Context: an optimization exercise on an open-source flow, tuned for small area, a short achievable clock period and few clock cycles per item. The choices shown serve that exercise and are no tape-out recipe. No functional check of the RTL was part of any run shown here.

==> flow/design.v (outline; a module is shown in full before it is edited, if it fits) <==
// module mandel_engine: 103 lines
// module mandel_dp: 1571 lines
// module mandel_fa: 10 lines
module mandel_engine #(
    parameter int BITS      = 16,
    parameter int ITER_BITS = 7
) (
    input  logic                   clk,
    input  logic                   rst_n,
    input  logic                   in_valid,
    output logic                   in_ready,
    input  logic signed [BITS-1:0] in_x,
    input  logic signed [BITS-1:0] in_y,
    input  logic                   julia_mode,
    input  logic signed [BITS-1:0] julia_cx,
    input  logic signed [BITS-1:0] julia_cy,
    input  logic [ITER_BITS-1:0]   max_iter,
    input  logic                   abort,
    output logic                   out_valid,
    input  logic                   out_ready,
    output logic [ITER_BITS-1:0]   out_iter,
    output logic                   out_escaped,
    output logic                   busy
);
  // ...
==> flow/flow/run.sh <==
#!/bin/bash
# The standard layout (standard.sh), with the port buffers made from
# sky130_fd_sc_hd__buf_1 cells instead of the default choice of a delay
# buffer, and clock tree synthesis without dummy loads.
set -euo pipefail
export BUFFER_PORTS_ARGS="-buffer_cell sky130_fd_sc_hd__buf_1"
export CTS_ARGS="-sink_clustering_enable -repair_clock_nets -buf_list sky130_fd_sc_hd__clkbuf_8 -dont_use_dummy_load"
bash standard.sh > standard.log 2>&1
==> flow/standard.sh <==
#!/bin/bash
# synth_recipe.tcl (not shown) runs the flow's synth.tcl, then flattens the netlist and writes it again
# the make line also repeats each setting of config.mk as NAME=value (left out here)
make -C /OpenROAD-flow-scripts/flow DESIGN_CONFIG=/design/flow/config.mk WORK_HOME=/design/flow/orfs CLKGATE_MAP_FILE= SYNTH_SCRIPT=/design/flow/synth_recipe.tcl "${@:-finish}"
==> flow/config.mk <==
export PLATFORM = sky130hd
export DESIGN_NAME = mandel_engine
export DESIGN_NICKNAME = mandel_engine
export VERILOG_FILES = /design/flow/design.v
export SDC_FILE = /design/flow/constraint.sdc
export NUM_CORES = 4
export LEC_CHECK = 0
export CAP_MARGIN = 20
export CORE_MARGIN = 2
export CORE_UTILIZATION = 65
export CTS_BUF_LIST = sky130_fd_sc_hd__clkbuf_8
export PLACE_DENSITY = 0.75
export SLEW_MARGIN = 20
export SYNTH_HIERARCHICAL = 1
export SYNTH_MINIMUM_KEEP_SIZE = 0
==> flow/constraint.sdc <==
create_clock -name core_clock -period 14.0 [get_ports {clk}]
set_input_delay 2.8000 -clock core_clock [delete_from_list [all_inputs] [get_ports {clk}]]
set_output_delay 2.8000 -clock core_clock [all_outputs]
set_load 0.01 [all_outputs]
==> flow_summary.toml, run 1 <==
[run_status]
outcome = "no timing/DRC/antenna violations"

[grt]
grt_usage_pct = 31.7

[placed_design]
place_hpwl_um = 32300
dpl_worst_slack_ns = 7.17

[floorplanning]
die_w_um = 172
core_area_um2 = 27800

[min_path]
hold_path_class = "reg -> reg"

[setup_path]
reg2reg_from = "zyn_q[6]"
path_class = "reg -> reg"
crit_slowest_cell = "fa_1"
cp.buffers_inverters = 4

[layout]
buf_share_pct = 2.84
final_cell_mix = "nor2_1 (423), fa_1 (403), ha_1 (149)"
layout_commonest_cell = "nor2_1"
layoutNonFillerInstCount = 2115

[synth]
netlist_area_um2 = 18300
synthSimpleGateAreaFrac_pct = 13.0
synth_common_cells = "nor2_1 (424), fa_1 (403), ha_1 (149), inv_1 (78), nand2_1 (74)"
yosysSeqAreaShare_pct = 16.7

[timing]
finalCritPeriodShare_pct = 47.0
max_freq_mhz = 152
setup_violations = 0

[clock_tree]
root_buffer = "clkbuf_8"
hold_buffers = 0
cts_tree = "done"
ctsResizeCount = 0
clk_latency_ns = 0.46

[drt]
vias_per_cell = 5.99
==> module mandel_engine, before the edit <==
module mandel_engine #(
    parameter int BITS      = 16,
    parameter int ITER_BITS = 7
) (
    input  logic                   clk,
    input  logic                   rst_n,
    input  logic                   in_valid,
    output logic                   in_ready,
    input  logic signed [BITS-1:0] in_x,
    input  logic signed [BITS-1:0] in_y,
    input  logic                   julia_mode,
    input  logic signed [BITS-1:0] julia_cx,
    input  logic signed [BITS-1:0] julia_cy,
    input  logic [ITER_BITS-1:0]   max_iter,
    input  logic                   abort,
    output logic                   out_valid,
    input  logic                   out_ready,
    output logic [ITER_BITS-1:0]   out_iter,
    output logic                   out_escaped,
    output logic                   busy
);
    logic run_q, done_q;
    logic [6:0] iter_q, lim_q;
    logic signed [15:0] cx_q, cy_q;
    logic [15:0] zxn_q, zyn_q, sxn_q, syn_q;
    logic [16:0] xn, yn;
    logic mesc;
    logic mesc_q, xh_q, yh_q, stop_q;
    mandel_dp u_dp (
        .zxn (zxn_q),
        .zyn (zyn_q),
        .cx  (cx_q),
        .cy  (cy_q),
        .xn  (xn),
        .yn  (yn),
        .mesc(mesc)
    );
    logic esc, fin, cyc, ckpt;
    assign esc  = mesc_q || (xh_q == zxn_q[15]) || (yh_q == zyn_q[15]);
    assign fin  = run_q && (esc || stop_q || cyc);
    assign cyc  = (zxn_q == sxn_q) && (zyn_q == syn_q) && (iter_q != '0);
    assign ckpt = ((iter_q & (iter_q - 7'd1)) == '0) || (iter_q[3:0] == '0);
    logic idle, accept;
    assign idle   = !run_q && !done_q;
    assign accept = idle && in_valid;
    always_ff @(posedge clk) begin
        if (!rst_n || abort) begin
            run_q  <= 1'b0;
            done_q <= 1'b0;
        end else if (accept) begin
            run_q  <= 1'b1;
        end else if (fin) begin
            run_q  <= 1'b0;
            done_q <= !out_ready;
        end else if (done_q && out_ready) begin
            done_q <= 1'b0;
        end
    end
    always_ff @(posedge clk) begin
        if (idle) begin
            zxn_q  <= ~in_x;
            zyn_q  <= ~in_y;
            xh_q   <= in_x[15];
            yh_q   <= in_y[15];
            mesc_q <= 1'b0;
        end else begin
            zxn_q  <= ~xn[15:0];
            zyn_q  <= ~yn[15:0];
            xh_q   <= xn[16];
            yh_q   <= yn[16];
            mesc_q <= mesc;
        end
    end
    always_ff @(posedge clk) begin
        if (accept) begin
            cx_q  <= julia_mode ? julia_cx : in_x;
            cy_q  <= julia_mode ? julia_cy : in_y;
            lim_q <= max_iter;
        end
    end
    always_ff @(posedge clk) begin
        if (run_q && ckpt) begin
            sxn_q <= zxn_q;
            syn_q <= zyn_q;
        end
    end
    logic esc_h;
    always_ff @(posedge clk) begin
        if (accept) begin
            iter_q <= '0;
            stop_q <= 1'b0;
        end else if (run_q) begin
            iter_q <= iter_q + 7'd1;
            stop_q <= iter_q == lim_q;
            esc_h  <= esc;
        end
    end
    assign in_ready    = rst_n && idle;
    assign busy        = !idle;
    assign out_valid   = done_q || fin;
    assign out_escaped = run_q ? esc : esc_h;
    assign out_iter    = out_escaped ? iter_q + {6'b111111, !done_q} : lim_q;
endmodule
==> inputs of run 2 (changes only) <==
--- a/flow/design.v
+++ b/flow/design.v
@@ -79,32 +79,34 @@
         end
     end
     always_ff @(posedge clk) begin
         if (run_q && ckpt) begin
             sxn_q <= zxn_q;
             syn_q <= zyn_q;
         end
     end
-    logic esc_h;
     always_ff @(posedge clk) begin
         if (accept) begin
             iter_q <= '0;
             stop_q <= 1'b0;
-        end else if (run_q) begin
+        end else if (run_q && !fin) begin
             iter_q <= iter_q + 7'd1;
             stop_q <= iter_q == lim_q;
-            esc_h  <= esc;
         end
     end
+    logic esc_h;
+    always_ff @(posedge clk) begin
+        if (fin) esc_h <= esc;
+    end
     assign in_ready    = rst_n && idle;
     assign busy        = !idle;
     assign out_valid   = done_q || fin;
     assign out_escaped = run_q ? esc : esc_h;
-    assign out_iter    = out_escaped ? iter_q + {6'b111111, !done_q} : lim_q;
+    assign out_iter    = out_escaped ? iter_q - 7'd1 : lim_q;
 endmodule
 module mandel_dp (
     input  logic        [15:0] zxn,
     input  logic        [15:0] zyn,
     input  logic signed [15:0] cx,
     input  logic signed [15:0] cy,
     output logic        [16:0] xn,
     output logic        [16:0] yn,
@@ -1262,18 +1264,18 @@
     wire [12:0] qxl1 = {s168, s167, s166, s165, s164, s163, s162, s161, s160, 1'b0, qxp0, 1'b0, 1'b0};
     wire [13:0] qxls = {1'b0, qxl0} + {1'b0, qxl1};
     wire [12:0] qyl0 = {c350, c349, c348, c347, c346, c345, c344, c343, qyp197, qyp184, y[1], 1'b0, y[0]};
     wire [12:0] qyl1 = {s351, s350, s349, s348, s347, s346, s345, s344, s343, 1'b0, qyp183, 1'b0, 1'b0};
     wire [13:0] qyls = {1'b0, qyl0} + {1'b0, qyl1};
     wire [11:0] mxyl0 = {c771, c770, c769, c768, c767, c766, c765, c764, c763, mxyp394, mxyp367, mxyp366};
     wire [11:0] mxyl1 = {s772, s771, s770, s769, s768, s767, s766, s765, s764, s763, mxyp380, 1'b0};
     wire [12:0] mxyls = {1'b0, mxyl0} + {1'b0, mxyl1};
-    wire s790, c790;
-    mandel_fa us790 (.a(c168), .b(c351), .c(s169), .s(s790), .co(c790));
+    wire s790 = c168 ^ c351;
+    wire c790 = c168 & c351;
     wire s791 = c169 ^ c352;
     wire c791 = c169 & c352;
     wire s792 = c170 ^ c353;
     wire c792 = c170 & c353;
     wire s793 = c171 ^ c354;
     wire c793 = c171 & c354;
     wire s794 = c172 ^ c355;
     wire c794 = c172 & c355;
@@ -1294,20 +1296,20 @@
     wire s802 = s181 ^ s364;
     wire c802 = s181 & s364;
     wire s803 = s182 ^ s365;
     wire c803 = s182 & s365;
     wire s804 = qxp103 ^ qyp286;
     wire c804 = qxp103 & qyp286;
     wire s805, c805;
     mandel_fa us805 (.a(x[14]), .b(y[14]), .c(1'b1), .s(s805), .co(c805));
-    wire s806 = s352 ^ s790;
-    wire c806 = s352 & s790;
+    wire s806 = s790 ^ s169;
+    wire c806 = s790 & s169;
     wire s807, c807;
-    mandel_fa us807 (.a(s170), .b(s353), .c(s791), .s(s807), .co(c807));
+    mandel_fa us807 (.a(c790), .b(s170), .c(s353), .s(s807), .co(c807));
     wire s808, c808;
     mandel_fa us808 (.a(c791), .b(s792), .c(s171), .s(s808), .co(c808));
     wire s809, c809;
     mandel_fa us809 (.a(c792), .b(s172), .c(s355), .s(s809), .co(c809));
     wire s810, c810;
     mandel_fa us810 (.a(s173), .b(s356), .c(c793), .s(s810), .co(c810));
     wire s811, c811;
     mandel_fa us811 (.a(s174), .b(s357), .c(c794), .s(s811), .co(c811));
@@ -1328,20 +1330,20 @@
     wire s819, c819;
     mandel_fa us819 (.a(s803), .b(c181), .c(c364), .s(s819), .co(c819));
     wire s820, c820;
     mandel_fa us820 (.a(s804), .b(c182), .c(c365), .s(s820), .co(c820));
     wire s821, c821;
     mandel_fa us821 (.a(qxp104), .b(qyp287), .c(c804), .s(s821), .co(c821));
     wire s822 = 1'b1 ^ 1'b1;
     wire c822 = 1'b1 & 1'b1;
-    wire s823 = s806 ^ qxls[13];
-    wire c823 = s806 & qxls[13];
+    wire s823 = s352 ^ s806;
+    wire c823 = s352 & s806;
     wire s824, c824;
-    mandel_fa us824 (.a(c790), .b(s807), .c(c806), .s(s824), .co(c824));
+    mandel_fa us824 (.a(s791), .b(c806), .c(s807), .s(s824), .co(c824));
     wire s825, c825;
     mandel_fa us825 (.a(s354), .b(c807), .c(s808), .s(s825), .co(c825));
     wire s826, c826;
     mandel_fa us826 (.a(s793), .b(c808), .c(s809), .s(s826), .co(c826));
     wire s827, c827;
     mandel_fa us827 (.a(s794), .b(c809), .c(s810), .s(s827), .co(c827));
     wire s828, c828;
     mandel_fa us828 (.a(s795), .b(c810), .c(s811), .s(s828), .co(c828));
@@ -1362,19 +1364,146 @@
     wire s836, c836;
     mandel_fa us836 (.a(c802), .b(s819), .c(c818), .s(s836), .co(c836));
     wire s837, c837;
     mandel_fa us837 (.a(c803), .b(s820), .c(c819), .s(s837), .co(c837));
     wire s838, c838;
     mandel_fa us838 (.a(s805), .b(s821), .c(c820), .s(s838), .co(c838));
     wire s839, c839;
     mandel_fa us839 (.a(s822), .b(c805), .c(c821), .s(s839), .co(c839));
-    wire [16:0] mg0 = {s839, s838, s837, c835, s835, c833, c832, s832, c830, c829, c828, c827, c826, c825, c824, c823, qyls[13]};
-    wire [16:0] mg1 = {c838, c837, c836, s836, c834, s834, s833, c831, s831, s830, s829, s828, s827, s826, s825, s824, s823};
-    wire [16:0] mag = mg0 + mg1;
+    wire [16:0] mg0 = {s839, s838, s837, c835, s835, c833, c832, s832, c830, c829, c828, c827, c826, c825, c824, c823, s823};
+    wire [16:0] mg1 = {c838, c837, c836, s836, c834, s834, s833, c831, s831, s830, s829, s828, s827, s826, s825, s824, qxls[13]};
+    wire [16:0] mag_p = mg0 ^ mg1;
+    wire [16:0] mag_g = mg0 & mg1;
+    wire mag_G0_1 = mag_g[1] | (mag_p[1] & mag_g[0]);
+    wire mag_P0_1 = mag_p[1] & mag_p[0];
+    wire mag_G0_2 = mag_g[2] | (mag_p[2] & mag_g[1]);
+    wire mag_P0_2 = mag_p[2] & mag_p[1];
+    wire mag_G0_3 = mag_g[3] | (mag_p[3] & mag_g[2]);
+    wire mag_P0_3 = mag_p[3] & mag_p[2];
+    wire mag_G0_4 = mag_g[4] | (mag_p[4] & mag_g[3]);
+    wire mag_P0_4 = mag_p[4] & mag_p[3];
+    wire mag_G0_5 = mag_g[5] | (mag_p[5] & mag_g[4]);
+    wire mag_P0_5 = mag_p[5] & mag_p[4];
+    wire mag_G0_6 = mag_g[6] | (mag_p[6] & mag_g[5]);
+    wire mag_P0_6 = mag_p[6] & mag_p[5];
+    wire mag_G0_7 = mag_g[7] | (mag_p[7] & mag_g[6]);
+    wire mag_P0_7 = mag_p[7] & mag_p[6];
+    wire mag_G0_8 = mag_g[8] | (mag_p[8] & mag_g[7]);
+    wire mag_P0_8 = mag_p[8] & mag_p[7];
+    wire mag_G0_9 = mag_g[9] | (mag_p[9] & mag_g[8]);
+    wire mag_P0_9 = mag_p[9] & mag_p[8];
+    wire mag_G0_10 = mag_g[10] | (mag_p[10] & mag_g[9]);
+    wire mag_P0_10 = mag_p[10] & mag_p[9];
+    wire mag_G0_11 = mag_g[11] | (mag_p[11] & mag_g[10]);
+    wire mag_P0_11 = mag_p[11] & mag_p[10];
+    wire mag_G0_12 = mag_g[12] | (mag_p[12] & mag_g[11]);
+    wire mag_P0_12 = mag_p[12] & mag_p[11];
+    wire mag_G0_13 = mag_g[13] | (mag_p[13] & mag_g[12]);
+    wire mag_P0_13 = mag_p[13] & mag_p[12];
+    wire mag_G0_14 = mag_g[14] | (mag_p[14] & mag_g[13]);
+    wire mag_P0_14 = mag_p[14] & mag_p[13];
+    wire mag_G0_15 = mag_g[15] | (mag_p[15] & mag_g[14]);
+    wire mag_P0_15 = mag_p[15] & mag_p[14];
+    wire mag_G0_16 = mag_g[16] | (mag_p[16] & mag_g[15]);
+    wire mag_P0_16 = mag_p[16] & mag_p[15];
+    wire mag_G1_2 = mag_G0_2 | (mag_P0_2 & mag_g[0]);
+    wire mag_P1_2 = mag_P0_2 & mag_p[0];
+    wire mag_G1_3 = mag_G0_3 | (mag_P0_3 & mag_G0_1);
+    wire mag_P1_3 = mag_P0_3 & mag_P0_1;
+    wire mag_G1_4 = mag_G0_4 | (mag_P0_4 & mag_G0_2);
+    wire mag_P1_4 = mag_P0_4 & mag_P0_2;
+    wire mag_G1_5 = mag_G0_5 | (mag_P0_5 & mag_G0_3);
+    wire mag_P1_5 = mag_P0_5 & mag_P0_3;
+    wire mag_G1_6 = mag_G0_6 | (mag_P0_6 & mag_G0_4);
+    wire mag_P1_6 = mag_P0_6 & mag_P0_4;
+    wire mag_G1_7 = mag_G0_7 | (mag_P0_7 & mag_G0_5);
+    wire mag_P1_7 = mag_P0_7 & mag_P0_5;
+    wire mag_G1_8 = mag_G0_8 | (mag_P0_8 & mag_G0_6);
+    wire mag_P1_8 = mag_P0_8 & mag_P0_6;
+    wire mag_G1_9 = mag_G0_9 | (mag_P0_9 & mag_G0_7);
+    wire mag_P1_9 = mag_P0_9 & mag_P0_7;
+    wire mag_G1_10 = mag_G0_10 | (mag_P0_10 & mag_G0_8);
+    wire mag_P1_10 = mag_P0_10 & mag_P0_8;
+    wire mag_G1_11 = mag_G0_11 | (mag_P0_11 & mag_G0_9);
+    wire mag_P1_11 = mag_P0_11 & mag_P0_9;
+    wire mag_G1_12 = mag_G0_12 | (mag_P0_12 & mag_G0_10);
+    wire mag_P1_12 = mag_P0_12 & mag_P0_10;
+    wire mag_G1_13 = mag_G0_13 | (mag_P0_13 & mag_G0_11);
+    wire mag_P1_13 = mag_P0_13 & mag_P0_11;
+    wire mag_G1_14 = mag_G0_14 | (mag_P0_14 & mag_G0_12);
+    wire mag_P1_14 = mag_P0_14 & mag_P0_12;
+    wire mag_G1_15 = mag_G0_15 | (mag_P0_15 & mag_G0_13);
+    wire mag_P1_15 = mag_P0_15 & mag_P0_13;
+    wire mag_G1_16 = mag_G0_16 | (mag_P0_16 & mag_G0_14);
+    wire mag_P1_16 = mag_P0_16 & mag_P0_14;
+    wire mag_G2_4 = mag_G1_4 | (mag_P1_4 & mag_g[0]);
+    wire mag_P2_4 = mag_P1_4 & mag_p[0];
+    wire mag_G2_5 = mag_G1_5 | (mag_P1_5 & mag_G0_1);
+    wire mag_P2_5 = mag_P1_5 & mag_P0_1;
+    wire mag_G2_6 = mag_G1_6 | (mag_P1_6 & mag_G1_2);
+    wire mag_P2_6 = mag_P1_6 & mag_P1_2;
+    wire mag_G2_7 = mag_G1_7 | (mag_P1_7 & mag_G1_3);
+    wire mag_P2_7 = mag_P1_7 & mag_P1_3;
+    wire mag_G2_8 = mag_G1_8 | (mag_P1_8 & mag_G1_4);
+    wire mag_P2_8 = mag_P1_8 & mag_P1_4;
+    wire mag_G2_9 = mag_G1_9 | (mag_P1_9 & mag_G1_5);
+    wire mag_P2_9 = mag_P1_9 & mag_P1_5;
+    wire mag_G2_10 = mag_G1_10 | (mag_P1_10 & mag_G1_6);
+    wire mag_P2_10 = mag_P1_10 & mag_P1_6;
+    wire mag_G2_11 = mag_G1_11 | (mag_P1_11 & mag_G1_7);
+    wire mag_P2_11 = mag_P1_11 & mag_P1_7;
+    wire mag_G2_12 = mag_G1_12 | (mag_P1_12 & mag_G1_8);
+    wire mag_P2_12 = mag_P1_12 & mag_P1_8;
+    wire mag_G2_13 = mag_G1_13 | (mag_P1_13 & mag_G1_9);
+    wire mag_P2_13 = mag_P1_13 & mag_P1_9;
+    wire mag_G2_14 = mag_G1_14 | (mag_P1_14 & mag_G1_10);
+    wire mag_P2_14 = mag_P1_14 & mag_P1_10;
+    wire mag_G2_15 = mag_G1_15 | (mag_P1_15 & mag_G1_11);
+    wire mag_P2_15 = mag_P1_15 & mag_P1_11;
+    wire mag_G2_16 = mag_G1_16 | (mag_P1_16 & mag_G1_12);
+    wire mag_P2_16 = mag_P1_16 & mag_P1_12;
+    wire mag_G3_8 = mag_G2_8 | (mag_P2_8 & mag_g[0]);
+    wire mag_P3_8 = mag_P2_8 & mag_p[0];
+    wire mag_G3_9 = mag_G2_9 | (mag_P2_9 & mag_G0_1);
+    wire mag_P3_9 = mag_P2_9 & mag_P0_1;
+    wire mag_G3_10 = mag_G2_10 | (mag_P2_10 & mag_G1_2);
+    wire mag_P3_10 = mag_P2_10 & mag_P1_2;
+    wire mag_G3_11 = mag_G2_11 | (mag_P2_11 & mag_G1_3);
+    wire mag_P3_11 = mag_P2_11 & mag_P1_3;
+    wire mag_G3_12 = mag_G2_12 | (mag_P2_12 & mag_G2_4);
+    wire mag_P3_12 = mag_P2_12 & mag_P2_4;
+    wire mag_G3_13 = mag_G2_13 | (mag_P2_13 & mag_G2_5);
+    wire mag_P3_13 = mag_P2_13 & mag_P2_5;
+    wire mag_G3_14 = mag_G2_14 | (mag_P2_14 & mag_G2_6);
+    wire mag_P3_14 = mag_P2_14 & mag_P2_6;
+    wire mag_G3_15 = mag_G2_15 | (mag_P2_15 & mag_G2_7);
+    wire mag_P3_15 = mag_P2_15 & mag_P2_7;
+    wire mag_G3_16 = mag_G2_16 | (mag_P2_16 & mag_G2_8);
+    wire mag_P3_16 = mag_P2_16 & mag_P2_8;
+    wire mag_G4_16 = mag_G3_16 | (mag_P3_16 & mag_g[0]);
+    wire mag_P4_16 = mag_P3_16 & mag_p[0];
+    wire [16:0] mag;
+    assign mag[0] = mag_p[0] ^ qyls[13];
+    assign mag[1] = mag_p[1] ^ (mag_g[0] | (mag_p[0] & qyls[13]));
+    assign mag[2] = mag_p[2] ^ (mag_G0_1 | (mag_P0_1 & qyls[13]));
+    assign mag[3] = mag_p[3] ^ (mag_G1_2 | (mag_P1_2 & qyls[13]));
+    assign mag[4] = mag_p[4] ^ (mag_G1_3 | (mag_P1_3 & qyls[13]));
+    assign mag[5] = mag_p[5] ^ (mag_G2_4 | (mag_P2_4 & qyls[13]));
+    assign mag[6] = mag_p[6] ^ (mag_G2_5 | (mag_P2_5 & qyls[13]));
+    assign mag[7] = mag_p[7] ^ (mag_G2_6 | (mag_P2_6 & qyls[13]));
+    assign mag[8] = mag_p[8] ^ (mag_G2_7 | (mag_P2_7 & qyls[13]));
+    assign mag[9] = mag_p[9] ^ (mag_G3_8 | (mag_P3_8 & qyls[13]));
+    assign mag[10] = mag_p[10] ^ (mag_G3_9 | (mag_P3_9 & qyls[13]));
+    assign mag[11] = mag_p[11] ^ (mag_G3_10 | (mag_P3_10 & qyls[13]));
+    assign mag[12] = mag_p[12] ^ (mag_G3_11 | (mag_P3_11 & qyls[13]));
+    assign mag[13] = mag_p[13] ^ (mag_G3_12 | (mag_P3_12 & qyls[13]));
+    assign mag[14] = mag_p[14] ^ (mag_G3_13 | (mag_P3_13 & qyls[13]));
+    assign mag[15] = mag_p[15] ^ (mag_G3_14 | (mag_P3_14 & qyls[13]));
+    assign mag[16] = mag_p[16] ^ (mag_G3_15 | (mag_P3_15 & qyls[13]));
     wire ny840 = ~c351;
     wire ny841 = ~s352;
     wire ny842 = ~c352;
     wire ny843 = ~s353;
     wire ny844 = ~c353;
     wire ny845 = ~s354;
     wire ny846 = ~c354;
     wire ny847 = ~s355;
@@ -1398,151 +1527,280 @@
     wire ny865 = ~c363;
     wire ny866 = ~s365;
     wire ny867 = ~c364;
     wire ny868 = ~qyp286;
     wire ny869 = ~c365;
     wire ny870 = ~y[14];
     wire ny871 = ~qyp287;
     wire ny872 = ~qyls[13];
-    wire s873, c873;
-    mandel_fa us873 (.a(cx[0]), .b(c168), .c(ny840), .s(s873), .co(c873));
+    wire s873 = cx[0] ^ 1'b1;
+    wire c873 = cx[0] & 1'b1;
     wire s874, c874;
-    mandel_fa us874 (.a(cx[1]), .b(c169), .c(ny842), .s(s874), .co(c874));
-    wire s875 = s170 ^ ny843;
-    wire c875 = s170 & ny843;
-    wire s876, c876;
-    mandel_fa us876 (.a(cx[2]), .b(c170), .c(ny844), .s(s876), .co(c876));
-    wire s877 = s171 ^ ny845;
-    wire c877 = s171 & ny845;
-    wire s878, c878;
-    mandel_fa us878 (.a(cx[3]), .b(c171), .c(ny846), .s(s878), .co(c878));
-    wire s879 = s172 ^ ny847;
-    wire c879 = s172 & ny847;
-    wire s880, c880;
-    mandel_fa us880 (.a(cx[4]), .b(c172), .c(ny848), .s(s880), .co(c880));
-    wire s881 = s173 ^ ny849;
-    wire c881 = s173 & ny849;
-    wire s882, c882;
-    mandel_fa us882 (.a(cx[5]), .b(c173), .c(ny850), .s(s882), .co(c882));
-    wire s883 = s174 ^ ny851;
-    wire c883 = s174 & ny851;
-    wire s884, c884;
-    mandel_fa us884 (.a(cx[6]), .b(c174), .c(ny852), .s(s884), .co(c884));
-    wire s885 = s175 ^ ny853;
-    wire c885 = s175 & ny853;
-    wire s886, c886;
-    mandel_fa us886 (.a(cx[7]), .b(c175), .c(s176), .s(s886), .co(c886));
-    wire s887 = ny854 ^ ny855;
-    wire c887 = ny854 & ny855;
-    wire s888, c888;
-    mandel_fa us888 (.a(cx[8]), .b(s177), .c(ny856), .s(s888), .co(c888));
-    wire s889 = c176 ^ ny857;
-    wire c889 = c176 & ny857;
-    wire s890, c890;
-    mandel_fa us890 (.a(cx[9]), .b(c177), .c(ny858), .s(s890), .co(c890));
-    wire s891 = s178 ^ ny859;
-    wire c891 = s178 & ny859;
-    wire s892, c892;
-    mandel_fa us892 (.a(cx[10]), .b(c178), .c(s179), .s(s892), .co(c892));
-    wire s893 = ny860 ^ ny861;
-    wire c893 = ny860 & ny861;
-    wire s894, c894;
-    mandel_fa us894 (.a(cx[11]), .b(s180), .c(ny862), .s(s894), .co(c894));
-    wire s895 = c179 ^ ny863;
-    wire c895 = c179 & ny863;
-    wire s896, c896;
-    mandel_fa us896 (.a(cx[12]), .b(s181), .c(c180), .s(s896), .co(c896));
-    wire s897 = ny864 ^ ny865;
-    wire c897 = ny864 & ny865;
-    wire s898, c898;
-    mandel_fa us898 (.a(cx[13]), .b(s182), .c(ny866), .s(s898), .co(c898));
-    wire s899 = c181 ^ ny867;
-    wire c899 = c181 & ny867;
-    wire s900, c900;
-    mandel_fa us900 (.a(cx[14]), .b(qxp103), .c(ny868), .s(s900), .co(c900));
-    wire s901 = c182 ^ ny869;
-    wire c901 = c182 & ny869;
-    wire s902, c902;
-    mandel_fa us902 (.a(x[14]), .b(cx[15]), .c(ny870), .s(s902), .co(c902));
-    wire s903 = qxp104 ^ ny871;
-    wire c903 = qxp104 & ny871;
-    wire s904 = 1'b1 ^ cx[15];
-    wire c904 = 1'b1 & cx[15];
-    wire s905 = s169 ^ ny841;
-    wire c905 = s169 & ny841;
-    wire s906, c906;
-    mandel_fa us906 (.a(c873), .b(s875), .c(s874), .s(s906), .co(c906));
+    mandel_fa us874 (.a(s873), .b(c168), .c(ny840), .s(s874), .co(c874));
+    wire s875, c875;
+    mandel_fa us875 (.a(cx[1]), .b(c873), .c(c169), .s(s875), .co(c875));
+    wire s876 = ny842 ^ s170;
+    wire c876 = ny842 & s170;
+    wire s877, c877;
+    mandel_fa us877 (.a(cx[2]), .b(c170), .c(ny844), .s(s877), .co(c877));
+    wire s878 = s171 ^ ny845;
+    wire c878 = s171 & ny845;
+    wire s879, c879;
+    mandel_fa us879 (.a(cx[3]), .b(c171), .c(ny846), .s(s879), .co(c879));
+    wire s880 = s172 ^ ny847;
+    wire c880 = s172 & ny847;
+    wire s881, c881;
+    mandel_fa us881 (.a(cx[4]), .b(c172), .c(ny848), .s(s881), .co(c881));
+    wire s882 = s173 ^ ny849;
+    wire c882 = s173 & ny849;
+    wire s883, c883;
+    mandel_fa us883 (.a(cx[5]), .b(c173), .c(ny850), .s(s883), .co(c883));
+    wire s884 = s174 ^ ny851;
+    wire c884 = s174 & ny851;
+    wire s885, c885;
+    mandel_fa us885 (.a(cx[6]), .b(c174), .c(ny852), .s(s885), .co(c885));
+    wire s886 = s175 ^ ny853;
+    wire c886 = s175 & ny853;
+    wire s887, c887;
+    mandel_fa us887 (.a(cx[7]), .b(c175), .c(s176), .s(s887), .co(c887));
+    wire s888 = ny854 ^ ny855;
+    wire c888 = ny854 & ny855;
+    wire s889, c889;
+    mandel_fa us889 (.a(cx[8]), .b(s177), .c(ny856), .s(s889), .co(c889));
+    wire s890 = c176 ^ ny857;
+    wire c890 = c176 & ny857;
+    wire s891, c891;
+    mandel_fa us891 (.a(cx[9]), .b(c177), .c(ny858), .s(s891), .co(c891));
+    wire s892 = s178 ^ ny859;
+    wire c892 = s178 & ny859;
+    wire s893, c893;
+    mandel_fa us893 (.a(cx[10]), .b(c178), .c(s179), .s(s893), .co(c893));
+    wire s894 = ny860 ^ ny861;
+    wire c894 = ny860 & ny861;
+    wire s895, c895;
+    mandel_fa us895 (.a(cx[11]), .b(s180), .c(ny862), .s(s895), .co(c895));
+    wire s896 = c179 ^ ny863;
+    wire c896 = c179 & ny863;
+    wire s897, c897;
+    mandel_fa us897 (.a(cx[12]), .b(s181), .c(c180), .s(s897), .co(c897));
+    wire s898 = ny864 ^ ny865;
+    wire c898 = ny864 & ny865;
+    wire s899, c899;
+    mandel_fa us899 (.a(cx[13]), .b(s182), .c(ny866), .s(s899), .co(c899));
+    wire s900 = c181 ^ ny867;
+    wire c900 = c181 & ny867;
+    wire s901, c901;
+    mandel_fa us901 (.a(cx[14]), .b(qxp103), .c(ny868), .s(s901), .co(c901));
+    wire s902 = c182 ^ ny869;
+    wire c902 = c182 & ny869;
+    wire s903, c903;
+    mandel_fa us903 (.a(x[14]), .b(cx[15]), .c(ny870), .s(s903), .co(c903));
+    wire s904 = qxp104 ^ ny871;
+    wire c904 = qxp104 & ny871;
+    wire s905 = 1'b1 ^ cx[15];
+    wire c905 = 1'b1 & cx[15];
+    wire s906 = s169 ^ ny841;
+    wire c906 = s169 & ny841;
     wire s907, c907;
-    mandel_fa us907 (.a(c875), .b(c874), .c(s876), .s(s907), .co(c907));
+    mandel_fa us907 (.a(ny843), .b(c874), .c(s876), .s(s907), .co(c907));
     wire s908, c908;
-    mandel_fa us908 (.a(c876), .b(c877), .c(s879), .s(s908), .co(c908));
+    mandel_fa us908 (.a(c876), .b(c875), .c(s877), .s(s908), .co(c908));
     wire s909, c909;
-    mandel_fa us909 (.a(c879), .b(c878), .c(s881), .s(s909), .co(c909));
+    mandel_fa us909 (.a(c877), .b(c878), .c(s880), .s(s909), .co(c909));
     wire s910, c910;
-    mandel_fa us910 (.a(c881), .b(c880), .c(s883), .s(s910), .co(c910));
+    mandel_fa us910 (.a(c880), .b(c879), .c(s882), .s(s910), .co(c910));
     wire s911, c911;
-    mandel_fa us911 (.a(c883), .b(c882), .c(s885), .s(s911), .co(c911));
+    mandel_fa us911 (.a(c882), .b(c881), .c(s884), .s(s911), .co(c911));
     wire s912, c912;
-    mandel_fa us912 (.a(s887), .b(c885), .c(c884), .s(s912), .co(c912));
+    mandel_fa us912 (.a(c884), .b(c883), .c(s886), .s(s912), .co(c912));
     wire s913, c913;
-    mandel_fa us913 (.a(s888), .b(s889), .c(c887), .s(s913), .co(c913));
+    mandel_fa us913 (.a(s888), .b(c886), .c(c885), .s(s913), .co(c913));
     wire s914, c914;
-    mandel_fa us914 (.a(s891), .b(c888), .c(s890), .s(s914), .co(c914));
+    mandel_fa us914 (.a(s889), .b(s890), .c(c888), .s(s914), .co(c914));
     wire s915, c915;
-    mandel_fa us915 (.a(c891), .b(s893), .c(c890), .s(s915), .co(c915));
+    mandel_fa us915 (.a(s892), .b(c889), .c(s891), .s(s915), .co(c915));
     wire s916, c916;
-    mandel_fa us916 (.a(c893), .b(s894), .c(s895), .s(s916), .co(c916));
+    mandel_fa us916 (.a(c892), .b(s894), .c(c891), .s(s916), .co(c916));
     wire s917, c917;
-    mandel_fa us917 (.a(s897), .b(s896), .c(c894), .s(s917), .co(c917));
+    mandel_fa us917 (.a(c894), .b(s895), .c(s896), .s(s917), .co(c917));
     wire s918, c918;
-    mandel_fa us918 (.a(s898), .b(c897), .c(s899), .s(s918), .co(c918));
+    mandel_fa us918 (.a(s898), .b(s897), .c(c895), .s(s918), .co(c918));
     wire s919, c919;
-    mandel_fa us919 (.a(s900), .b(s901), .c(c898), .s(s919), .co(c919));
+    mandel_fa us919 (.a(s899), .b(c898), .c(s900), .s(s919), .co(c919));
     wire s920, c920;
-    mandel_fa us920 (.a(s902), .b(s903), .c(c900), .s(s920), .co(c920));
+    mandel_fa us920 (.a(s901), .b(s902), .c(c899), .s(s920), .co(c920));
     wire s921, c921;
-    mandel_fa us921 (.a(1'b1), .b(s904), .c(c902), .s(s921), .co(c921));
-    wire s922 = s873 ^ s905;
-    wire c922 = s873 & s905;
-    wire s923, c923;
-    mandel_fa us923 (.a(c905), .b(ny872), .c(s906), .s(s923), .co(c923));
+    mandel_fa us921 (.a(s903), .b(s904), .c(c901), .s(s921), .co(c921));
+    wire s922, c922;
+    mandel_fa us922 (.a(1'b1), .b(s905), .c(c903), .s(s922), .co(c922));
+    wire s923 = s874 ^ s906;
+    wire c923 = s874 & s906;
     wire s924, c924;
-    mandel_fa us924 (.a(s877), .b(c906), .c(s907), .s(s924), .co(c924));
+    mandel_fa us924 (.a(c906), .b(s875), .c(s907), .s(s924), .co(c924));
     wire s925, c925;
     mandel_fa us925 (.a(s878), .b(c907), .c(s908), .s(s925), .co(c925));
     wire s926, c926;
-    mandel_fa us926 (.a(s880), .b(c908), .c(s909), .s(s926), .co(c926));
+    mandel_fa us926 (.a(s879), .b(c908), .c(s909), .s(s926), .co(c926));
     wire s927, c927;
-    mandel_fa us927 (.a(s882), .b(c909), .c(s910), .s(s927), .co(c927));
+    mandel_fa us927 (.a(s881), .b(c909), .c(s910), .s(s927), .co(c927));
     wire s928, c928;
-    mandel_fa us928 (.a(s884), .b(c910), .c(s911), .s(s928), .co(c928));
+    mandel_fa us928 (.a(s883), .b(c910), .c(s911), .s(s928), .co(c928));
     wire s929, c929;
-    mandel_fa us929 (.a(s886), .b(c911), .c(s912), .s(s929), .co(c929));
+    mandel_fa us929 (.a(s885), .b(c911), .c(s912), .s(s929), .co(c929));
     wire s930, c930;
-    mandel_fa us930 (.a(c886), .b(s913), .c(c912), .s(s930), .co(c930));
+    mandel_fa us930 (.a(s887), .b(c912), .c(s913), .s(s930), .co(c930));
     wire s931, c931;
-    mandel_fa us931 (.a(c889), .b(s914), .c(c913), .s(s931), .co(c931));
+    mandel_fa us931 (.a(c887), .b(s914), .c(c913), .s(s931), .co(c931));
     wire s932, c932;
-    mandel_fa us932 (.a(s892), .b(c914), .c(s915), .s(s932), .co(c932));
+    mandel_fa us932 (.a(c890), .b(s915), .c(c914), .s(s932), .co(c932));
     wire s933, c933;
-    mandel_fa us933 (.a(c892), .b(s916), .c(c915), .s(s933), .co(c933));
+    mandel_fa us933 (.a(s893), .b(c915), .c(s916), .s(s933), .co(c933));
     wire s934, c934;
-    mandel_fa us934 (.a(c895), .b(c916), .c(s917), .s(s934), .co(c934));
+    mandel_fa us934 (.a(c893), .b(s917), .c(c916), .s(s934), .co(c934));
     wire s935, c935;
-    mandel_fa us935 (.a(c896), .b(s918), .c(c917), .s(s935), .co(c935));
+    mandel_fa us935 (.a(c896), .b(c917), .c(s918), .s(s935), .co(c935));
     wire s936, c936;
-    mandel_fa us936 (.a(c899), .b(s919), .c(c918), .s(s936), .co(c936));
+    mandel_fa us936 (.a(c897), .b(s919), .c(c918), .s(s936), .co(c936));
     wire s937, c937;
-    mandel_fa us937 (.a(c901), .b(s920), .c(c919), .s(s937), .co(c937));
+    mandel_fa us937 (.a(c900), .b(s920), .c(c919), .s(s937), .co(c937));
     wire s938, c938;
-    mandel_fa us938 (.a(c903), .b(s921), .c(c920), .s(s938), .co(c938));
-    wire [16:0] xs0 = {s938, s937, s936, c934, s934, c932, s932, s931, c929, c928, c927, c926, c925, c924, c923, c922, s922};
-    wire [16:0] xs1 = {c937, c936, c935, s935, c933, s933, c931, c930, s930, s929, s928, s927, s926, s925, s924, s923, qyls[13]};
-    wire [16:0] xn17 = xs0 + xs1 + qxls[13];
+    mandel_fa us938 (.a(c902), .b(s921), .c(c920), .s(s938), .co(c938));
+    wire s939, c939;
+    mandel_fa us939 (.a(c904), .b(s922), .c(c921), .s(s939), .co(c939));
+    wire [16:0] xs0 = {s939, s938, s937, c935, s935, c933, s933, s932, c930, c929, c928, c927, c926, c925, c924, c923, s923};
+    wire [16:0] xs1 = {c938, c937, c936, s936, c934, s934, c932, c931, s931, s930, s929, s928, s927, s926, s925, s924, ny872};
+    wire [16:0] xn17_p = xs0 ^ xs1;
+    wire [16:0] xn17_g = xs0 & xs1;
+    wire xn17_G0_1 = xn17_g[1] | (xn17_p[1] & xn17_g[0]);
+    wire xn17_P0_1 = xn17_p[1] & xn17_p[0];
+    wire xn17_G0_2 = xn17_g[2] | (xn17_p[2] & xn17_g[1]);
+    wire xn17_P0_2 = xn17_p[2] & xn17_p[1];
+    wire xn17_G0_3 = xn17_g[3] | (xn17_p[3] & xn17_g[2]);
+    wire xn17_P0_3 = xn17_p[3] & xn17_p[2];
+    wire xn17_G0_4 = xn17_g[4] | (xn17_p[4] & xn17_g[3]);
+    wire xn17_P0_4 = xn17_p[4] & xn17_p[3];
+    wire xn17_G0_5 = xn17_g[5] | (xn17_p[5] & xn17_g[4]);
+    wire xn17_P0_5 = xn17_p[5] & xn17_p[4];
+    wire xn17_G0_6 = xn17_g[6] | (xn17_p[6] & xn17_g[5]);
+    wire xn17_P0_6 = xn17_p[6] & xn17_p[5];
+    wire xn17_G0_7 = xn17_g[7] | (xn17_p[7] & xn17_g[6]);
+    wire xn17_P0_7 = xn17_p[7] & xn17_p[6];
+    wire xn17_G0_8 = xn17_g[8] | (xn17_p[8] & xn17_g[7]);
+    wire xn17_P0_8 = xn17_p[8] & xn17_p[7];
+    wire xn17_G0_9 = xn17_g[9] | (xn17_p[9] & xn17_g[8]);
+    wire xn17_P0_9 = xn17_p[9] & xn17_p[8];
+    wire xn17_G0_10 = xn17_g[10] | (xn17_p[10] & xn17_g[9]);
+    wire xn17_P0_10 = xn17_p[10] & xn17_p[9];
+    wire xn17_G0_11 = xn17_g[11] | (xn17_p[11] & xn17_g[10]);
+    wire xn17_P0_11 = xn17_p[11] & xn17_p[10];
+    wire xn17_G0_12 = xn17_g[12] | (xn17_p[12] & xn17_g[11]);
+    wire xn17_P0_12 = xn17_p[12] & xn17_p[11];
+    wire xn17_G0_13 = xn17_g[13] | (xn17_p[13] & xn17_g[12]);
+    wire xn17_P0_13 = xn17_p[13] & xn17_p[12];
+    wire xn17_G0_14 = xn17_g[14] | (xn17_p[14] & xn17_g[13]);
+    wire xn17_P0_14 = xn17_p[14] & xn17_p[13];
+    wire xn17_G0_15 = xn17_g[15] | (xn17_p[15] & xn17_g[14]);
+    wire xn17_P0_15 = xn17_p[15] & xn17_p[14];
+    wire xn17_G0_16 = xn17_g[16] | (xn17_p[16] & xn17_g[15]);
+    wire xn17_P0_16 = xn17_p[16] & xn17_p[15];
+    wire xn17_G1_2 = xn17_G0_2 | (xn17_P0_2 & xn17_g[0]);
+    wire xn17_P1_2 = xn17_P0_2 & xn17_p[0];
+    wire xn17_G1_3 = xn17_G0_3 | (xn17_P0_3 & xn17_G0_1);
+    wire xn17_P1_3 = xn17_P0_3 & xn17_P0_1;
+    wire xn17_G1_4 = xn17_G0_4 | (xn17_P0_4 & xn17_G0_2);
+    wire xn17_P1_4 = xn17_P0_4 & xn17_P0_2;
+    wire xn17_G1_5 = xn17_G0_5 | (xn17_P0_5 & xn17_G0_3);
+    wire xn17_P1_5 = xn17_P0_5 & xn17_P0_3;
+    wire xn17_G1_6 = xn17_G0_6 | (xn17_P0_6 & xn17_G0_4);
+    wire xn17_P1_6 = xn17_P0_6 & xn17_P0_4;
+    wire xn17_G1_7 = xn17_G0_7 | (xn17_P0_7 & xn17_G0_5);
+    wire xn17_P1_7 = xn17_P0_7 & xn17_P0_5;
+    wire xn17_G1_8 = xn17_G0_8 | (xn17_P0_8 & xn17_G0_6);
+    wire xn17_P1_8 = xn17_P0_8 & xn17_P0_6;
+    wire xn17_G1_9 = xn17_G0_9 | (xn17_P0_9 & xn17_G0_7);
+    wire xn17_P1_9 = xn17_P0_9 & xn17_P0_7;
+    wire xn17_G1_10 = xn17_G0_10 | (xn17_P0_10 & xn17_G0_8);
+    wire xn17_P1_10 = xn17_P0_10 & xn17_P0_8;
+    wire xn17_G1_11 = xn17_G0_11 | (xn17_P0_11 & xn17_G0_9);
+    wire xn17_P1_11 = xn17_P0_11 & xn17_P0_9;
+    wire xn17_G1_12 = xn17_G0_12 | (xn17_P0_12 & xn17_G0_10);
+    wire xn17_P1_12 = xn17_P0_12 & xn17_P0_10;
+    wire xn17_G1_13 = xn17_G0_13 | (xn17_P0_13 & xn17_G0_11);
+    wire xn17_P1_13 = xn17_P0_13 & xn17_P0_11;
+    wire xn17_G1_14 = xn17_G0_14 | (xn17_P0_14 & xn17_G0_12);
+    wire xn17_P1_14 = xn17_P0_14 & xn17_P0_12;
+    wire xn17_G1_15 = xn17_G0_15 | (xn17_P0_15 & xn17_G0_13);
+    wire xn17_P1_15 = xn17_P0_15 & xn17_P0_13;
+    wire xn17_G1_16 = xn17_G0_16 | (xn17_P0_16 & xn17_G0_14);
+    wire xn17_P1_16 = xn17_P0_16 & xn17_P0_14;
+    wire xn17_G2_4 = xn17_G1_4 | (xn17_P1_4 & xn17_g[0]);
+    wire xn17_P2_4 = xn17_P1_4 & xn17_p[0];
+    wire xn17_G2_5 = xn17_G1_5 | (xn17_P1_5 & xn17_G0_1);
+    wire xn17_P2_5 = xn17_P1_5 & xn17_P0_1;
+    wire xn17_G2_6 = xn17_G1_6 | (xn17_P1_6 & xn17_G1_2);
+    wire xn17_P2_6 = xn17_P1_6 & xn17_P1_2;
+    wire xn17_G2_7 = xn17_G1_7 | (xn17_P1_7 & xn17_G1_3);
+    wire xn17_P2_7 = xn17_P1_7 & xn17_P1_3;
+    wire xn17_G2_8 = xn17_G1_8 | (xn17_P1_8 & xn17_G1_4);
+    wire xn17_P2_8 = xn17_P1_8 & xn17_P1_4;
+    wire xn17_G2_9 = xn17_G1_9 | (xn17_P1_9 & xn17_G1_5);
+    wire xn17_P2_9 = xn17_P1_9 & xn17_P1_5;
+    wire xn17_G2_10 = xn17_G1_10 | (xn17_P1_10 & xn17_G1_6);
+    wire xn17_P2_10 = xn17_P1_10 & xn17_P1_6;
+    wire xn17_G2_11 = xn17_G1_11 | (xn17_P1_11 & xn17_G1_7);
+    wire xn17_P2_11 = xn17_P1_11 & xn17_P1_7;
+    wire xn17_G2_12 = xn17_G1_12 | (xn17_P1_12 & xn17_G1_8);
+    wire xn17_P2_12 = xn17_P1_12 & xn17_P1_8;
+    wire xn17_G2_13 = xn17_G1_13 | (xn17_P1_13 & xn17_G1_9);
+    wire xn17_P2_13 = xn17_P1_13 & xn17_P1_9;
+    wire xn17_G2_14 = xn17_G1_14 | (xn17_P1_14 & xn17_G1_10);
+    wire xn17_P2_14 = xn17_P1_14 & xn17_P1_10;
+    wire xn17_G2_15 = xn17_G1_15 | (xn17_P1_15 & xn17_G1_11);
+    wire xn17_P2_15 = xn17_P1_15 & xn17_P1_11;
+    wire xn17_G2_16 = xn17_G1_16 | (xn17_P1_16 & xn17_G1_12);
+    wire xn17_P2_16 = xn17_P1_16 & xn17_P1_12;
+    wire xn17_G3_8 = xn17_G2_8 | (xn17_P2_8 & xn17_g[0]);
+    wire xn17_P3_8 = xn17_P2_8 & xn17_p[0];
+    wire xn17_G3_9 = xn17_G2_9 | (xn17_P2_9 & xn17_G0_1);
+    wire xn17_P3_9 = xn17_P2_9 & xn17_P0_1;
+    wire xn17_G3_10 = xn17_G2_10 | (xn17_P2_10 & xn17_G1_2);
+    wire xn17_P3_10 = xn17_P2_10 & xn17_P1_2;
+    wire xn17_G3_11 = xn17_G2_11 | (xn17_P2_11 & xn17_G1_3);
+    wire xn17_P3_11 = xn17_P2_11 & xn17_P1_3;
+    wire xn17_G3_12 = xn17_G2_12 | (xn17_P2_12 & xn17_G2_4);
+    wire xn17_P3_12 = xn17_P2_12 & xn17_P2_4;
+    wire xn17_G3_13 = xn17_G2_13 | (xn17_P2_13 & xn17_G2_5);
+    wire xn17_P3_13 = xn17_P2_13 & xn17_P2_5;
+    wire xn17_G3_14 = xn17_G2_14 | (xn17_P2_14 & xn17_G2_6);
+    wire xn17_P3_14 = xn17_P2_14 & xn17_P2_6;
+    wire xn17_G3_15 = xn17_G2_15 | (xn17_P2_15 & xn17_G2_7);
+    wire xn17_P3_15 = xn17_P2_15 & xn17_P2_7;
+    wire xn17_G3_16 = xn17_G2_16 | (xn17_P2_16 & xn17_G2_8);
+    wire xn17_P3_16 = xn17_P2_16 & xn17_P2_8;
+    wire xn17_G4_16 = xn17_G3_16 | (xn17_P3_16 & xn17_g[0]);
+    wire xn17_P4_16 = xn17_P3_16 & xn17_p[0];
+    wire [16:0] xn17;
+    assign xn17[0] = xn17_p[0] ^ qxls[13];
+    assign xn17[1] = xn17_p[1] ^ (xn17_g[0] | (xn17_p[0] & qxls[13]));
+    assign xn17[2] = xn17_p[2] ^ (xn17_G0_1 | (xn17_P0_1 & qxls[13]));
+    assign xn17[3] = xn17_p[3] ^ (xn17_G1_2 | (xn17_P1_2 & qxls[13]));
+    assign xn17[4] = xn17_p[4] ^ (xn17_G1_3 | (xn17_P1_3 & qxls[13]));
+    assign xn17[5] = xn17_p[5] ^ (xn17_G2_4 | (xn17_P2_4 & qxls[13]));
+    assign xn17[6] = xn17_p[6] ^ (xn17_G2_5 | (xn17_P2_5 & qxls[13]));
+    assign xn17[7] = xn17_p[7] ^ (xn17_G2_6 | (xn17_P2_6 & qxls[13]));
+    assign xn17[8] = xn17_p[8] ^ (xn17_G2_7 | (xn17_P2_7 & qxls[13]));
+    assign xn17[9] = xn17_p[9] ^ (xn17_G3_8 | (xn17_P3_8 & qxls[13]));
+    assign xn17[10] = xn17_p[10] ^ (xn17_G3_9 | (xn17_P3_9 & qxls[13]));
+    assign xn17[11] = xn17_p[11] ^ (xn17_G3_10 | (xn17_P3_10 & qxls[13]));
+    assign xn17[12] = xn17_p[12] ^ (xn17_G3_11 | (xn17_P3_11 & qxls[13]));
+    assign xn17[13] = xn17_p[13] ^ (xn17_G3_12 | (xn17_P3_12 & qxls[13]));
+    assign xn17[14] = xn17_p[14] ^ (xn17_G3_13 | (xn17_P3_13 & qxls[13]));
+    assign xn17[15] = xn17_p[15] ^ (xn17_G3_14 | (xn17_P3_14 & qxls[13]));
+    assign xn17[16] = xn17_p[16] ^ (xn17_G3_15 | (xn17_P3_15 & qxls[13]));
     wire [16:0] ys0 = {s789, s788, c786, s786, c784, c783, c782, s782, c780, c779, c778, c777, c776, c775, c774, c773, c772};
     wire [16:0] ys1 = {c788, c787, s787, c785, s785, s784, s783, c781, s781, s780, s779, s778, s777, s776, s775, s774, s773};
     wire [16:0] yn17_p = ys0 ^ ys1;
     wire [16:0] yn17_g = ys0 & ys1;
     wire yn17_G0_1 = yn17_g[1] | (yn17_p[1] & yn17_g[0]);
     wire yn17_P0_1 = yn17_p[1] & yn17_p[0];
     wire yn17_G0_2 = yn17_g[2] | (yn17_p[2] & yn17_g[1]);
     wire yn17_P0_2 = yn17_p[2] & yn17_p[1];
==> flow/flow/run.sh (replaced) <==
#!/bin/bash
# The standard layout (standard.sh), with the port buffers made from
# sky130_fd_sc_hd__buf_1 cells instead of the default choice of a delay buffer.
set -euo pipefail
export BUFFER_PORTS_ARGS="-buffer_cell sky130_fd_sc_hd__buf_1"
bash standard.sh > standard.log 2>&1
==> flow/config.mk (replaced) <==
export PLATFORM = sky130hd
export DESIGN_NAME = mandel_engine
export DESIGN_NICKNAME = mandel_engine
export VERILOG_FILES = /design/flow/design.v
export SDC_FILE = /design/flow/constraint.sdc
export NUM_CORES = 4
export LEC_CHECK = 0
export CAP_MARGIN = 20
export CORE_MARGIN = 2
export CORE_UTILIZATION = 40
export SLEW_MARGIN = 20
export SYNTH_HIERARCHICAL = 1
export SYNTH_MINIMUM_KEEP_SIZE = 0
==> flow_summary.toml, run 2 <==
[placed_design]
gp_congestion = 0.865
place_hpwl_um = 35500
dpl_worst_slack_ns = 7.35
dpl.cell_count = 2317
io_buffers = 87

[timing]
skew_ns = 0.0169
period_needed_ns = 6.68
tns_ns = 0
finalCritPeriodShare_pct = 47.7
worstMarginPinSlew_ns = 1.01
maxSlewViolCount = 0
timing.slew.headroom_pct = 32.6
hold_viol = 0
max_freq_mhz = 150
rsz0062_at_grt = "false"
setup_slack_ns = 7.32
setup_violations = 0

[setup_path]
crit_slowest_cell = "a311oi_1"
crit_path_frequent_cell = "fa_1"
crit_chain = "buf_4, or2_2, fa_1, fa_1, fa_1, fa_1, inv_1, ha_1, fa_1, fa_1, ha_1, a21o_1, a21o_1, a21o_1, and3_1, a311oi_1, o31ai_1, xnor2_1, mux2_2"
startpoint_type = "register"
reg2reg_depth = 19
cp.buffers_inverters = 2
worstSetupEndpointType = "register"
endpoint = "xh_q"
worstPathRequired_ns = 14.34
crit_arrival_ns = 7.02
path_class = "reg -> reg"
worst-path-stages = 19
r2r_setup_slack_ns = 7.32
crit_path_max_incr_delay_ns = 0.73
crit_path_start = "zyn_q[0]"
reg2reg_from = "zyn_q[0]"
cp_max_fo = 29
critPathTopFamily = "adder cells"
worstReg2RegEnd = "xh_q"

[clock_tree]
hold_buffers = 0
clk_latency_ns = 0.45
ctsResizeCount = 0
h-tree-depth = 4
postCtsSetupRepairBufs = 0
cts_buffers = 17
cts_num_sinks = 117
clock_path_buffers = 2
root_buffer = "clkbuf_16"
cts_tree = "done"
clkTransAtPathRegs_ns = 0.06

[layout]
final_cell_mix = "fa_1 (401), nor2_1 (395), ha_1 (155)"
fin_util_pct = 43.8
diodes = 0
drive_gt1_share_pct = 6.98
fin_nets = 2369
layout_commonest_cell = "fa_1"
layoutNonFillerInstCount = 2349
area_growth_pct = 8.17

[run_status]
outcome = "no timing/DRC/antenna violations"

[synth]
netlist-cell-type-count = 60
synth_edf_count = 72
synth_seq_cells = 117
synth_common_cells = "fa_1 (401), nor2_1 (396), ha_1 (155), nand2_1 (74)"
postSynthAreaPerCell_um2 = 10.8
synthArstFlopShare_pct = 0
synthFlopType = "edfxtp_1"
syn_inst = 1695
yosysSeqAreaShare_pct = 16.7
synth.area.top_cells = "fa_1 (44%), edfxtp_1 (12%), ha_1 (11%)"
netlist_area_um2 = 18400
synth_top_area_cell = "fa_1"
yosysMostFrequentCell = "fa_1"
synth_top_area_share_pct = 43.7
ys_warn_count = 7

[job]
drv_cap = 0

[drt]
vias_per_cell = 5.34
drt_wl_total_um = 46600
vias = 12500
routedWlPerCell_um = 19.8
dr.pass1.iters = 5
route.detailed.drc = 0
postRouteAntennaNets = 0
first_iter_violations = 718

[grt]
antenna_found_initial = 0
grt_usage_pct = 21.0
grt_pass1_wl_um = 76200
grt_max_degree = 46
grt-ovfl-total = 0
grt_pass1_vias = 13900

[floorplanning]
dieArea_um2 = 47700
num_rows = 78
boundaryPins = 88
core_area_um2 = 45400
start_util_pct = 40.5
die_h_um = 218
die_w_um = 218

[min_path]
hold_path_class = "reg -> reg"
==> run 2: worst min path at each step <==
stage,slack [ns],startpoint,end,depth (start not counted)
after detailed placement,0.54,stop_q,stop_q,1
after global routing,0.56,stop_q,stop_q,1
after global placement,0.52,stop_q,stop_q,1
final,0.55,stop_q,stop_q,1
after CTS,0.55,stop_q,stop_q,1
after floorplan,0.44,zxn_q[0],sxn_q[0],0
==> run 2: kinds of logic (layout without fill, tap and decap cells) <==
group,count (synthesis),count (layout),synth area share [%]
AOI/OAI and AO/OA,137,137,4.95
xor gates and xnor gates,76,76,3.62
adders and majority gates,556,556,54.3
buffers and inverters,176,226,3.72
DFF,117,117,16.7
muxes,67,67,3.88
other,2,6,0.0409
and+or+nand+nor,564,564,12.9
==> run 2: through the flow <==
step	area (um2)	hold WS, ns
2_1_floorplan	18400	0.444
3_3_place_gp	19300	0.519
3_5_place_dp	19300	0.535
4_1_cts	19900	0.546
5_1_grt	19900	0.557
6_report	19900	0.545
==> run 2: per-module statistics from Yosys, one instance, submodules excluded <==
module / times used / cells / area, um2
mandel_dp: 1 / 963 / 5590
mandel_engine: 1 / 333 / 4800
mandel_fa: 399 / 1 / 20.0
==> run 2: final cells by class <==
type / count / area, um2
clock buffer: 19 / 433
clock inverter: 13 / 133
fill: 4280 / 25500
inverter: 75 / 283
multi-input combinational: 1406 / 14600
sequential: 117 / 3060
tap: 600 / 751
timing repair buffer: 119 / 568
==> run 2: metal layers <==
metal  wire length, um  up-vias  GRT usage, %
met5                 0        -             0
met4              1080        0          6.53
met3              2520       68          3.19
met2             22900      389          34.9
met1             20100     6475          28.3
li1                  -     5603             -

[afterwards: timing with drivers on the ports]
The results above use ideal ports. As a check the final layouts listed here were re-extracted and re-timed, cells and wires unchanged. Step 1 sets driving cells, clkbuf_16 on the clock port and buf_2 on the other inputs (assumed; they add their load-dependent delay and slew). Step 2 also shifts input and output timing later by t, the mid clock arrival at the registers, as if the neighbouring blocks saw the same clock. Slacks: ideal / step 1 / step 2; pairs: ideal / step 1.
run | t (ns) | setup WS [ns] | worst hold slack (ns) | cell pins on the clock port's net
run 1 | 0.493 | 7.418 / 7.418 / 7.418 | 0.542 / 0.542 / 0.542 | 1
run 2 | 0.496 | 7.319 / 7.319 / 7.319 | 0.545 / 0.545 / 0.545 | 1
After both steps every run listed still meets setup and hold.
